What follows belongs to an exercise in optimizing a design on an open flow for small area; a production flow would make more cautious choices.
RTL that was checked went through simulation tests only; none was proved equivalent to the original.

run A:
==> flow/design.v <==
`default_nettype none
module pwd_processor (
    input  logic       clk,
    input  logic       rst_n,
    input  logic       in_valid,
    input  logic [8:0] in_data,
    output logic       busy,
    output logic       out_valid,
    output logic [8:0] out_data
);
    logic [8:0] r0, r1, r2, r3;
    logic [9:0] c;
    logic [5:0] t;
    logic [1:0] nreg;      
    logic       flag;
    logic       run;
    logic [3:0] pass;
    logic [1:0] slot, nlen;
    logic       real_w, even;
    logic       padfill, sortph, rot;
    logic       p_dec, p_min, p_flag, p_u, p_max, p_shift, p_ctr, p_smo;
    assign run    = busy || (t != 6'd1 && !in_valid);
    assign pass   = t[5:2];
    assign slot   = t[1:0];
    assign nlen   = nreg - 2'd1;
    assign real_w = (nlen == 2'd0) || (slot < nlen);
    assign even   = nreg[0];
    assign padfill = t <= 6'd5;
    assign sortph  = t >= 6'd6 && t <= 6'd19;
    assign rot     = t == 6'd10 || t == 6'd15;
    assign p_dec   = pass == 4'd5;
    assign p_min   = pass == 4'd6;
    assign p_flag  = pass == 4'd7;
    assign p_u     = pass == 4'd8;
    assign p_max   = pass == 4'd9;
    assign p_shift = pass == 4'd10;
    assign p_ctr   = pass == 4'd11;
    assign p_smo   = pass == 4'd12;
    logic        sub, cin, neg, lt;
    logic [6:0]  y6;
    logic [10:0] a, b, s;
    logic [11:0] cy;
    assign neg = p_dec && r0[8];
    assign y6  = 7'(r0[7:4]) * 7'd6 + 7'd33;
    assign sub = !(p_flag || p_smo);
    assign a   = {p_max ? 2'b00 : {2{r0[8]}}, r0[8], r0[7:0] ^ {8{neg}}};
    assign b   = p_dec ? ({4'b0, y6} ^ {11{!r0[8]}}) : ({c[9], c} ^ {11{sub}});
    assign cin = p_dec || (sub && !(p_ctr && flag));
    always_comb begin
        cy[0] = cin;
        for (int i = 0; i < 11; i++) begin
            s[i]    = a[i] ^ b[i] ^ cy[i];
            cy[i+1] = (a[i] & b[i]) | (cy[i] & (a[i] ^ b[i]));
        end
    end
    assign lt = s[10];
    logic [10:0] y;
    logic        r1b, r0b, nr1, nr0, corr;
    logic [8:0]  qf, q;
    logic [9:0]  ic;
    always_comb begin
        y   = {s[10:8] + 3'd3, s[7:0]};
        r1b = 1'b0;
        r0b = 1'b0;
        qf  = 9'd0;
        for (int i = 10; i >= 0; i--) begin
            if (i < 9)
                qf[i] = r1b | (r0b & y[i]);
            nr1 = y[i] ? r1b : r0b;
            nr0 = y[i] ? !(r1b | r0b) : r1b;
            r1b = nr1;
            r0b = nr0;
        end
        corr  = s[10] & (r1b | r0b);
        ic[0] = corr;
        for (int i = 0; i < 9; i++) begin
            q[i]    = (i == 8 ? !qf[i] : qf[i]) ^ ic[i];
            ic[i+1] = (i == 8 ? !qf[i] : qf[i]) & ic[i];
        end
    end
    logic swap;
    assign swap = run && (padfill || (sortph && (rot || lt)));
    logic [8:0] tail;
    always_comb begin
        if (!run)
            tail = in_data;
        else if (padfill)
            tail = 9'h100;
        else if (swap)
            tail = c[8:0];
        else if ((p_dec && even) || p_u || p_ctr)
            tail = s[8:0];
        else if (p_smo && slot != 2'd0)
            tail = q;
        else
            tail = r0;
    end
    assign out_data  = tail;
    assign out_valid = busy && p_smo && real_w;
    always_ff @(posedge clk) begin
        r0 <= r1;
        r1 <= r2;
        r2 <= r3;
        r3 <= tail;
        if (!busy)
            nreg <= t[1:0];
        if (swap || (p_min && (slot == 2'd0 || (real_w && lt))))
            c <= {r0[8], r0};
        else if (p_max && (slot == 2'd0 || (real_w && !lt)))
            c <= {1'b0, r0};
        else if (p_shift && slot == 2'd0)
            c <= {1'b0, c[9:1]};
        else if (p_smo)
            c <= {tail, 1'b0};
        if (p_flag) begin
            if (slot == 2'd0)
                flag <= lt;
            else if (real_w)
                flag <= flag & lt;
        end else if (p_shift && slot == 2'd0) begin
            flag <= flag & c[0];
        end
    end
    always_ff @(posedge clk or negedge rst_n) begin
        if (!rst_n) begin
            busy <= 1'b0;
            t    <= 6'd1;
        end else if (run) begin
            busy <= (t != 6'd51);
            t    <= (t == 6'd51) ? 6'd1 : t + 6'd1;
        end else if (in_valid) begin
            t    <= t + 6'd1;
        end
    end
endmodule
`default_nettype wire
clock: 18.0 ns
lec_check: 0
cap_margin: 20
core_margin: 2
core_utilization: 40
slew_margin: 20
standard.sh (not shown) runs the stock make flow with config.mk's settings and CLKGATE_MAP_FILE= SYNTH_SCRIPT=/design/flow/synth_recipe.tcl, a recipe that flattens the netlist after the stock synthesis.
==> flow/flow/run.sh <==
#!/bin/bash
# Standard ORFS layout, except that synthesis maps the logic with an
# area-oriented ABC script (flow/abc.script) instead of ORFS's speed script.
# Every other script, and every step before and after ABC, is ORFS's own, so
# the registers and their names are those of the standard synthesis.
set -euo pipefail
W=$(pwd)
rm -rf "$W/scripts"
cp -r "$FLOW_HOME/scripts" "$W/scripts"
cp "$W/flow/abc.script" "$W/scripts/abc_speed.script"
bash "$W/standard.sh" SCRIPTS_DIR="$W/scripts" finish > "$W/orfs_make.log" 2>&1
==> flow/flow/abc.script <==
strash
dch
amap
diff inputs: run A => run C
==> flow/run.sh (new file) <==
#!/bin/bash
# synth_recipe.tcl (not shown) runs the flow's synth.tcl, then flattens the netlist and writes it again
# the make line also repeats each setting of config.mk as NAME=value (left out here)
make -C /OpenROAD-flow-scripts/flow DESIGN_CONFIG=/design/flow/config.mk WORK_HOME=/design/flow/orfs CLKGATE_MAP_FILE= SYNTH_SCRIPT=/design/flow/synth_recipe.tcl finish
removed: flow/flow/run.sh
removed: flow/flow/abc.script
removed: flow/standard.sh
==> run summary <==
Compared with run A, run C shows horizontal die dimension that has gone up by more than 10%. Run C vs run A — via count climbed by more than 10%. When the final numbers for run C and run A were put side by side, the clock network contribution to total cell area turned out to be smaller in run C. Looking at wire length across both flows, run C is the weaker of the two, with run A ahead. Of the two values seen for most common cell after layout, fill and taps aside, nand2_1 was produced by run C and nor2_1 by run A.

========
== v24 ==
Another version of the RTL of pwd_processor (not shown whole).
Size: ~370 cells after synthesis, roughly 54 flip-flops, roughly 23 I/O pins.
clock: 18.0 ns
lec_check: 0
cap_margin: 20
core_margin: 2
core_utilization: 40
gpl_timing_driven: 0
slew_margin: 20
==> flow/flow/run.sh <==
#!/bin/bash
# Standard ORFS layout with three changes that only affect how the layout is
# made, not what it implements:
#  - synthesis maps the logic with an area-oriented ABC script
#    (flow/abc.script) instead of ORFS's speed script, and leaves adders to
#    ABC instead of extracting full/half adder cells first (ADDER_MAP_FILE
#    empty); every other synthesis step is ORFS's own, so registers and
#    their names are unchanged;
#  - the port buffers are the smallest buffer, buf_1;
#  - clock tree synthesis adds no dummy loads.
# Each make step writes its own log under orfs/logs/; make's output goes to
# orfs_make.log.
set -euo pipefail
W=$(pwd)
rm -rf "$W/scripts"
cp -r "$FLOW_HOME/scripts" "$W/scripts"
cp "$W/flow/abc.script" "$W/scripts/abc_speed.script"
bash "$W/standard.sh" SCRIPTS_DIR="$W/scripts" ADDER_MAP_FILE= \
  "BUFFER_PORTS_ARGS=-buffer_cell sky130_fd_sc_hd__buf_1" \
  "CTS_ARGS=-sink_clustering_enable -repair_clock_nets -dont_use_dummy_load -buf_list sky130_fd_sc_hd__clkbuf_16 -root_buf sky130_fd_sc_hd__clkbuf_16 -sink_clustering_size 64 -sink_clustering_max_diameter 500" \
  finish > "$W/orfs_make.log" 2>&1
==> flow/flow/abc.script <==
strash
dch
amap
strash
dch
amap
v24 did not stop at any stage, and its layout met the timing, design-rule and antenna checks.
Relative to v24, the following input files were edited for v12:
-- flow/flow/run.sh --
<<< v24, line 18
bash "$W/standard.sh" SCRIPTS_DIR="$W/scripts" ADDER_MAP_FILE= \
  "BUFFER_PORTS_ARGS=-buffer_cell sky130_fd_sc_hd__buf_1" \
  "CTS_ARGS=-sink_clustering_enable -repair_clock_nets -dont_use_dummy_load -buf_list sky130_fd_sc_hd__clkbuf_16 -root_buf sky130_fd_sc_hd__clkbuf_16 -sink_clustering_size 64 -sink_clustering_max_diameter 500" \
  finish > "$W/orfs_make.log" 2>&1
>>> v12, line 18
bash "$W/standard.sh" SCRIPTS_DIR="$W/scripts" ADDER_MAP_FILE= \
  "BUFFER_PORTS_ARGS=-buffer_cell sky130_fd_sc_hd__buf_1" \
  "CTS_ARGS=-sink_clustering_enable -repair_clock_nets -dont_use_dummy_load -buf_list sky130_fd_sc_hd__clkbuf_4 -root_buf sky130_fd_sc_hd__clkbuf_8" \
  finish > "$W/orfs_make.log" 2>&1
Notes after the runs:
- The final reports for v12 and v24 show share of the core filled with cells lower in the former.
### v12 -> v41
-- flow/flow/run.sh --
<<< v12, line 18
bash "$W/standard.sh" SCRIPTS_DIR="$W/scripts" ADDER_MAP_FILE= \
  "BUFFER_PORTS_ARGS=-buffer_cell sky130_fd_sc_hd__buf_1" \
  "CTS_ARGS=-sink_clustering_enable -repair_clock_nets -dont_use_dummy_load -buf_list sky130_fd_sc_hd__clkbuf_4 -root_buf sky130_fd_sc_hd__clkbuf_8" \
  finish > "$W/orfs_make.log" 2>&1
>>> v41, line 18
bash "$W/standard.sh" SCRIPTS_DIR="$W/scripts" ADDER_MAP_FILE= \
  "BUFFER_PORTS_ARGS=-buffer_cell sky130_fd_sc_hd__buf_1" \
  "CTS_ARGS=-sink_clustering_enable -repair_clock_nets -dont_use_dummy_load" \
  finish > "$W/orfs_make.log" 2>&1
Findings:
- v12 -> v41: count of flip-flops and latches flat
- Looking at v12 and v41, the clock sink count is a wash.

========
pwd_processor, a different RTL version from the one above (not shown whole).
For scale: roughly 380 cells after synthesis, roughly 23 I/O pins.
## pwd_processor
module pwd_processor (
    input  logic       clk,
    input  logic       rst_n,
    input  logic       in_valid,
    input  logic [8:0] in_data,
    output logic       busy,
    output logic       out_valid,
    output logic [8:0] out_data
);
    logic [8:0] r0, r1, r2, r3;
    logic [8:0] c;
    logic [5:0] t;
    logic [1:0] nreg;      
    logic       flag;
    logic       run;
    logic [3:0] pass;
    logic [1:0] slot;
    logic       real_w, even;
    logic       padfill, sortph, rot;
    logic       p_pre, p_dec, p_min, p_flag, p_u, p_max, p_shift, p_ctr, p_smo;
    logic [5:0] tinc;
    assign tinc   = t ^ {&t[4:0], &t[3:0], &t[2:0], &t[1:0], t[0], 1'b1};
    assign run    = busy || (t != 6'd1 && !in_valid);
    assign pass   = t[5:2];
    assign slot   = t[1:0];
    assign even   = nreg[0];
    always_comb begin
        case ({nreg, slot})
            4'b10_00, 4'b11_00, 4'b11_01, 4'b01_00, 4'b01_01, 4'b01_10, 4'b01_11,
            4'b00_00, 4'b00_01, 4'b00_10: real_w = 1'b1;
            default: real_w = 1'b0;
        endcase
    end
    assign padfill = t[5:3] == 3'd0 && !(t[2] && t[1]);
    assign sortph  = !padfill && (t[5:4] == 2'd0 || t[5:2] == 4'd4);
    assign rot     = t == 6'd10 || t == 6'd15;
    assign p_pre   = pass == 4'd5 || (pass == 4'd6 && slot != 2'd3);
    assign p_dec   = pass == 4'd6;
    assign p_min   = pass == 4'd7;
    assign p_flag  = pass == 4'd8;
  ...
export LEC_CHECK = 0
export CAP_MARGIN = 20
export CORE_MARGIN = 2
export CORE_UTILIZATION = 40
export SLEW_MARGIN = 20
create_clock -name core_clock -period 18.0 [get_ports {clk}]
==> flow/flow/run.sh <==
#!/bin/bash
# Standard ORFS layout with three changes that only affect how the layout is
# made, not what it implements:
#  - synthesis maps the logic with an area-oriented ABC script
#    (flow/abc.script) instead of ORFS's speed script, and leaves adders to
#    ABC instead of extracting full/half adder cells first (ADDER_MAP_FILE
#    empty); every other synthesis step is ORFS's own, so registers and
#    their names are unchanged;
#  - the port buffers are the smallest buffer, buf_1;
#  - clock tree synthesis adds no dummy loads.
# Each make step writes its own log under orfs/logs/; make's output goes to
# orfs_make.log.
set -euo pipefail
W=$(pwd)
rm -rf "$W/scripts"
cp -r "$FLOW_HOME/scripts" "$W/scripts"
cp "$W/flow/abc.script" "$W/scripts/abc_speed.script"
bash "$W/standard.sh" SCRIPTS_DIR="$W/scripts" ADDER_MAP_FILE= \
  "BUFFER_PORTS_ARGS=-buffer_cell sky130_fd_sc_hd__buf_1" \
  "CTS_ARGS=-sink_clustering_enable -repair_clock_nets -dont_use_dummy_load -sink_clustering_buffer sky130_fd_sc_hd__clkbuf_4" \
  finish > "$W/orfs_make.log" 2>&1
Scripts as last shown in full above: flow/flow/abc.script
Then changed:
--- a/flow/flow/run.sh
+++ b/flow/flow/run.sh
@@ -19,3 +19,3 @@
   "BUFFER_PORTS_ARGS=-buffer_cell sky130_fd_sc_hd__buf_1" \
-  "CTS_ARGS=-sink_clustering_enable -repair_clock_nets -dont_use_dummy_load -sink_clustering_buffer sky130_fd_sc_hd__clkbuf_4" \
+  "CTS_ARGS=-sink_clustering_enable -repair_clock_nets -dont_use_dummy_load" \
   finish > "$W/orfs_make.log" 2>&1
GPL_TIMING_DRIVEN = 0   (was default)
The new run went through all stages and came out clean.
Count of clock-buffer cells in the layout does not change.
Non-clock buffer count falls by 2.
Worst setup slack gets better by 0.041 ns.
Wire length falls by 2.4%.
Synthesized area does not change.
Final cell count falls by 0.39%.
Then changed:
--- a/flow/flow/run.sh
+++ b/flow/flow/run.sh
@@ -19,3 +19,3 @@
   "BUFFER_PORTS_ARGS=-buffer_cell sky130_fd_sc_hd__buf_1" \
-  "CTS_ARGS=-sink_clustering_enable -repair_clock_nets -dont_use_dummy_load" \
+  "CTS_ARGS=-sink_clustering_enable -repair_clock_nets -dont_use_dummy_load -buf_list {sky130_fd_sc_hd__clkbuf_4 sky130_fd_sc_hd__clkbuf_8} -root_buf sky130_fd_sc_hd__clkbuf_8 -sink_clustering_buffer sky130_fd_sc_hd__clkbuf_4" \
   finish > "$W/orfs_make.log" 2>&1
- design area does not change
- final cell count is unchanged
- synthesized cell count stays the same
- area after synthesis is unchanged
- worst setup slack is unchanged
- via count does not change
No run of this note included a check of the RTL's function; only the layout flow was run.

========
pwd_processor, a different RTL version from the one above (not shown whole).
For scale: roughly 23 I/O pins, ~3200 µm² of cells after synthesis.
==> flow/config.mk <==
export PLATFORM = sky130hd
export DESIGN_NAME = pwd_processor
export DESIGN_NICKNAME = pwd_processor
export VERILOG_FILES = /design/flow/design.v
export SDC_FILE = /design/flow/constraint.sdc
export NUM_CORES = 4
export LEC_CHECK = 0
export CAP_MARGIN = 20
export CORE_MARGIN = 2
export CORE_UTILIZATION = 40
export SLEW_MARGIN = 20
==> flow/constraint.sdc <==
create_clock -name core_clock -period 18.0 [get_ports {clk}]
set_input_delay 3.6000 -clock core_clock [delete_from_list [all_inputs] [get_ports {clk}]]
set_output_delay 3.6000 -clock core_clock [all_outputs]
set_load 0.01 [all_outputs]
==> flow/flow/run.sh <==
#!/bin/bash
# Standard ORFS layout with three changes that only affect how the layout is
# made, not what it implements:
#  - synthesis maps the logic with an area-oriented ABC script
#    (flow/abc.script) instead of ORFS's speed script; every other synthesis
#    step is ORFS's own, so registers and their names are unchanged;
#  - the port buffers are the smallest buffer, buf_1;
#  - clock tree synthesis adds no dummy loads.
# Each make step writes its own log under orfs/logs/; make's output goes to
# orfs_make.log.
set -euo pipefail
W=$(pwd)
rm -rf "$W/scripts"
cp -r "$FLOW_HOME/scripts" "$W/scripts"
cp "$W/flow/abc.script" "$W/scripts/abc_speed.script"
bash "$W/standard.sh" SCRIPTS_DIR="$W/scripts" \
  "BUFFER_PORTS_ARGS=-buffer_cell sky130_fd_sc_hd__buf_1" \
  "CTS_ARGS=-sink_clustering_enable -repair_clock_nets -dont_use_dummy_load" \
  finish > "$W/orfs_make.log" 2>&1
==> flow/flow/abc.script <==
strash
dch
amap
Change:
==> flow/flow/run.sh (replaced) <==
#!/bin/bash
# Standard ORFS layout with three changes that only affect how the layout is
# made, not what it implements:
#  - synthesis maps the logic with an area-oriented ABC script
#    (flow/abc.script) instead of ORFS's speed script, and leaves adders to
#    ABC instead of extracting full/half adder cells first (ADDER_MAP_FILE
#    empty); every other synthesis step is ORFS's own, so registers and
#    their names are unchanged;
#  - the port buffers are the smallest buffer, buf_1;
#  - clock tree synthesis adds no dummy loads.
# Each make step writes its own log under orfs/logs/; make's output goes to
# orfs_make.log.
set -euo pipefail
W=$(pwd)
rm -rf "$W/scripts"
cp -r "$FLOW_HOME/scripts" "$W/scripts"
cp "$W/flow/abc.script" "$W/scripts/abc_speed.script"
bash "$W/standard.sh" SCRIPTS_DIR="$W/scripts" ADDER_MAP_FILE= \
  "BUFFER_PORTS_ARGS=-buffer_cell sky130_fd_sc_hd__buf_1" \
  "CTS_ARGS=-sink_clustering_enable -repair_clock_nets -dont_use_dummy_load -buf_list {sky130_fd_sc_hd__clkbuf_4 sky130_fd_sc_hd__clkbuf_8} -sink_clustering_size 30" \
  finish > "$W/orfs_make.log" 2>&1
==> flow/flow/abc.script (replaced) <==
strash
dch
amap
strash
dch
amap
The new run finished clean.
Routed wire length increases by about 9%.
Setup slack gets better by 2100 ps.
First-iteration DRC count increases by about 80%.
Synthesized area decreases by about 7%.
Hold slack gets better by 4.1 ps.
Via count increases by about 11%.
Count of clock-buffer cells in the layout does not change.
Flip-flop and latch count is unchanged.
Change:
--- a/flow/flow/run.sh
+++ b/flow/flow/run.sh
@@ -18,4 +18,4 @@
 bash "$W/standard.sh" SCRIPTS_DIR="$W/scripts" ADDER_MAP_FILE= \
   "BUFFER_PORTS_ARGS=-buffer_cell sky130_fd_sc_hd__buf_1" \
-  "CTS_ARGS=-sink_clustering_enable -repair_clock_nets -dont_use_dummy_load -buf_list {sky130_fd_sc_hd__clkbuf_4 sky130_fd_sc_hd__clkbuf_8} -sink_clustering_size 30" \
+  "CTS_ARGS=-sink_clustering_enable -repair_clock_nets -dont_use_dummy_load" \
   finish > "$W/orfs_make.log" 2>&1
What happened: Setup slack stays the same; wire length is unchanged; die area is unchanged; maximum frequency is unchanged; cell count stays the same; design area does not change; count of clock-buffer cells in the layout stays the same; synthesized area does not change.
No run of this note included a check of the RTL's function; only the layout flow was run.

-- re-timing with driven ports --
Ports are ideal in the flow. The routed layouts listed here were re-timed in OpenROAD.
Step 1: set_driving_cell puts a clkbuf_16 on clk and a buf_2 on each other input, an assumption about the parent block.
Step 2 times the ports against the registers' clock, not the clock port: input delays grow and output delays shrink by t, the midpoint of the rising clock arrivals with the driver on.
a / b / c = ideal ports / drivers / drivers and shift; a / b = the first two.
run | shift t [ns] | setup WS [ns] | hold WS [ns] | worst setup path at the end
run A | 0.339 | 2.079 / 2.052 / 2.391 | 0.334 / 0.334 / 0.334 | register to output
run C | 0.347 | 1.652 / 1.621 / 1.968 | 0.335 / 0.335 / 0.335 | register to output
v24 | 0.326 | 3.838 / 3.804 / 4.130 | 0.326 / 0.326 / 0.326 | register to output
v12 | 0.330 | 3.790 / 3.762 / 4.092 | 0.331 / 0.331 / 0.331 | register to output
v41 | 0.330 | 3.790 / 3.762 / 4.092 | 0.331 / 0.331 / 0.331 | register to output
the first run of note 3 | 0.325 | 3.887 / 3.856 / 4.180 | 0.320 / 0.320 / 0.320 | register to output
the second run of note 3 | 0.330 | 3.928 / 3.898 / 4.228 | 0.330 / 0.330 / 0.330 | register to output
the third run of note 3 | 0.330 | 3.928 / 3.898 / 4.228 | 0.330 / 0.330 / 0.330 | register to output
the first run of note 4 | 0.333 | 2.446 / 2.418 / 2.751 | 0.326 / 0.326 / 0.326 | register to output
the second run of note 4 | 0.333 | 4.594 / 4.564 / 4.896 | 0.330 / 0.330 / 0.330 | register to output
the third run of note 4 | 0.333 | 4.594 / 4.564 / 4.896 | 0.330 / 0.330 / 0.330 | register to output
After both steps setup and hold are still met in every run listed.
